This is an optimization exercise on Yosys and OpenROAD, whose aim is small area, a short achievable clock period and few clock cycles per item, not a production implementation.
Where RTL was checked, it was by simulation tests only, not by an equivalence proof against the original.
Power and IR drop assume default switching activity.

==> flow/design.v (excerpt) <==
module date_text_to_day_number (
    input  wire logic   i_clk,
    input  wire logic   i_rst_n,
    input  wire logic          i_char_valid,
    output logic               o_char_ready,
    input  wire logic [7:0]    i_char_code,
    input  wire logic          i_char_last,
    output logic               o_day_valid,
    input  wire logic          i_day_ready,
    output logic [21:0]        o_day_number,
    output logic               o_day_status
);
    localparam logic [3:0] S_M0 = 4'd0, S_M1 = 4'd1, S_M2 = 4'd2,
                           S_D0 = 4'd4, S_D1 = 4'd5, S_OK = 4'd6, S_BAD = 4'd7,
                           S_Y0 = 4'd8, S_Y1 = 4'd9, S_Y2 = 4'd10, S_Y3 = 4'd11,
                           S_D2 = 4'd12;
    logic       r_rdy;
    logic       e_v, e_sl, e_last;
    logic [9:0] e_oh;       
    logic       e_dig;
    logic [3:0] e_d;
    logic [3:0]  r_st;
    logic [3:0]  r_mon;
    logic        r_mbad;
    logic        r_gt2;      
    logic [6:0]  r_day;
    logic        r_dadd;     
    logic        r_aodd;     
    logic        r_codd;     
    logic        r_z;        
    logic        r_gt, r_eq;  
    logic [21:0] r_acc;      
    logic        r_c1;       
    logic        r_c2;       
    logic        r_status;
    logic        r_pend;     
    logic        r_ov;
    logic        yd;         
    logic [1:0]  pos;        
    logic        acc_evt, busy, consume, fin;
    logic [3:0]  n_st, st_next;
    logic [3:0]  n_mon;
    logic        n_mbad;
    logic [6:0]  n_day;
    logic [21:0] op1, op2, op2m;
    logic        add, zero;
    logic [3:0]  p;
    logic [9:0]  cum_b;
    logic [9:0]  s0;
    logic [8:0]  s1;
    logic [7:0]  s2;
    logic [1:0]  c1;
    logic        leap_c;
    logic        ok;
    logic        n_gt, n_eq;
    logic [3:0]  ref_d;
    logic        ov_next, pend_next;
    logic        ev_next_v, ev_next_dig, ev_next_last;
    logic        in_dig, in_sl;
    logic [9:0]  in_oh;
    always_comb begin
        e_dig   = |e_oh;
        e_d[0]  = e_oh[1] | e_oh[3] | e_oh[5] | e_oh[7] | e_oh[9];
  ...
clock: 7.5 ns
lec_check: 0
abc_clock_period_in_ps: 3000
cap_margin: 20
core_margin: 2
core_utilization: 40
cts_buf_list: sky130_fd_sc_hd__clkbuf_4 sky130_fd_sc_hd__clkbuf_8
cts_cluster_size: 24
setup_slack_margin: 4.2
slew_margin: 20
run.sh (not shown) runs the stock make flow with config.mk's settings and CLKGATE_MAP_FILE= SYNTH_SCRIPT=/design/flow/synth_recipe.tcl, a recipe that flattens the netlist after the stock synthesis.
The baseline completed without violations.
Rerun with:
==> flow/flow/run.sh (new file) <==
#!/bin/bash
# The standard layout (the standard.sh: ORFS synthesis through finish),
# with one change: the buffers that placement puts on the input and output
# ports are buf_2 cells instead of ORFS's default choice for sky130hd, a slow
# delay cell (clkdlybuf4s50_1). Every port still gets its own buffer.
# The make output goes to flow_make.log; ORFS keeps each step's log under
# orfs/logs/.
set -euo pipefail
export BUFFER_PORTS_ARGS="-buffer_cell sky130_fd_sc_hd__buf_2"
bash standard.sh finish > flow_make.log 2>&1
==> flow/standard.sh (new file) <==
#!/bin/bash
# synth_recipe.tcl (not shown) runs the flow's synth.tcl, then flattens the netlist and writes it again
# the make line also repeats each setting of config.mk as NAME=value (left out here)
make -C /OpenROAD-flow-scripts/flow DESIGN_CONFIG=/design/flow/config.mk WORK_HOME=/design/flow/orfs CLKGATE_MAP_FILE= SYNTH_SCRIPT=/design/flow/synth_recipe.tcl "${@:-finish}"
Settings changed: CTS_BUF_LIST sky130_fd_sc_hd__clkbuf_4 sky130_fd_sc_hd__clkbuf_8 to unset, CTS_CLUSTER_SIZE 24 to unset.
removed: flow/run.sh
Non-clock buffer count is higher by 9.
Wire length rises by 2.0%.
Synthesized cell count does not change.
Die area stays the same.
No functional check of the RTL was part of any run of this note.

========
date_text_to_day_number, a different RTL version from the one above (not shown whole).
Size in the first run: ~660 cells after synthesis, roughly 68 flip-flops, about 38 I/O pins, roughly 5300 µm² of cells after synthesis.
==> flow/design.v (excerpt) <==
module date_text_to_day_number (
    input  wire logic   i_clk,
    input  wire logic   i_rst_n,
    input  wire logic          i_char_valid,
    output logic               o_char_ready,
    input  wire logic [7:0]    i_char_code,
    input  wire logic          i_char_last,
    output logic               o_day_valid,
    input  wire logic          i_day_ready,
    output logic [21:0]        o_day_number,
    output logic               o_day_status
);
clock: 7.5 ns
lec_check: 0
abc_clock_period_in_ps: 2800
cap_margin: 20
core_margin: 2
core_utilization: 40
cts_buf_list: sky130_fd_sc_hd__clkbuf_4 sky130_fd_sc_hd__clkbuf_8
place_density: 0.3
setup_slack_margin: 4.7
slew_margin: 20
standard.sh (not shown) runs the stock make flow with config.mk's settings and CLKGATE_MAP_FILE= SYNTH_SCRIPT=/design/flow/synth_recipe.tcl, a recipe that flattens the netlist after the stock synthesis.
==> flow/flow/run.sh <==
#!/bin/bash
# The standard layout (the standard.sh: ORFS synthesis through finish),
# with two changes:
# - the buffers that placement puts on the input and output ports are buf_2
#   cells instead of ORFS's default choice for sky130hd, a slow delay cell
#   (clkdlybuf4s50_1); every port still gets its own buffer;
# - clock tree synthesis uses clkbuf_4/clkbuf_8 and adds no dummy loads
#   (ORFS's own arguments otherwise).
# The make output goes to flow_make.log; ORFS keeps each step's log under
# orfs/logs/.
set -euo pipefail
export BUFFER_PORTS_ARGS="-buffer_cell sky130_fd_sc_hd__buf_2"
export CTS_ARGS="-sink_clustering_enable -repair_clock_nets -buf_list {sky130_fd_sc_hd__clkbuf_4 sky130_fd_sc_hd__clkbuf_8} -dont_use_dummy_load"
bash standard.sh finish > flow_make.log 2>&1
Testbench counts at the start, summed over its fixed seeds: cycles 28,567, items 3,200.
Change:
Settings changed: PLACE_DENSITY 0.3 to 0.4, SETUP_SLACK_MARGIN 4.7 to 4.85.
Outcome: The new run went through all stages and came out clean. Combinational power increases by about 9%. Synthesized cell count does not change. Cell count increases by about 2.7%. Utilization increases by 3.2 points. Critical path depth increases by 2. Via count increases by 2.2%. Clock power stays flat. Cell area increases by about 7%. First-iteration DRC count increases by 44%. Power increases by 0.75%.

==> afterwards: timing with drivers on the ports <==
Ports are ideal in the flow. The routed layouts listed here were re-timed in OpenROAD. Step 1: set_driving_cell puts a clkbuf_16 on i_clk and a buf_2 on each other input, an assumption about the parent block. Step 2 adds t to the input delays and takes it off the output delays; t is the mean of the earliest and latest rising clock arrival at the registers after step 1. Input paths then give back, and output paths get back, about the clock's delay inside the block. Three values: ideal, step 1, step 2; two values: the first two.
run | t, ns | setup WS [ns] | cell pins on the clock port's net
the first run of note 1 | 0.397 | 4.329 / 4.329 / 4.329 | 1
the second run of note 1 | 0.380 | 4.291 / 4.291 / 4.291 | 1
the first run of note 2 | 0.400 | 4.793 / 4.793 / 4.608 | 1
the second run of note 2 | 0.388 | 4.774 / 4.774 / 4.655 | 1
After both steps setup and hold are still met in every run listed. For the first run of note 2, which loses most, drivers alone change the setup slack by 0.000 ns; drivers and shift together by -0.185 ns.
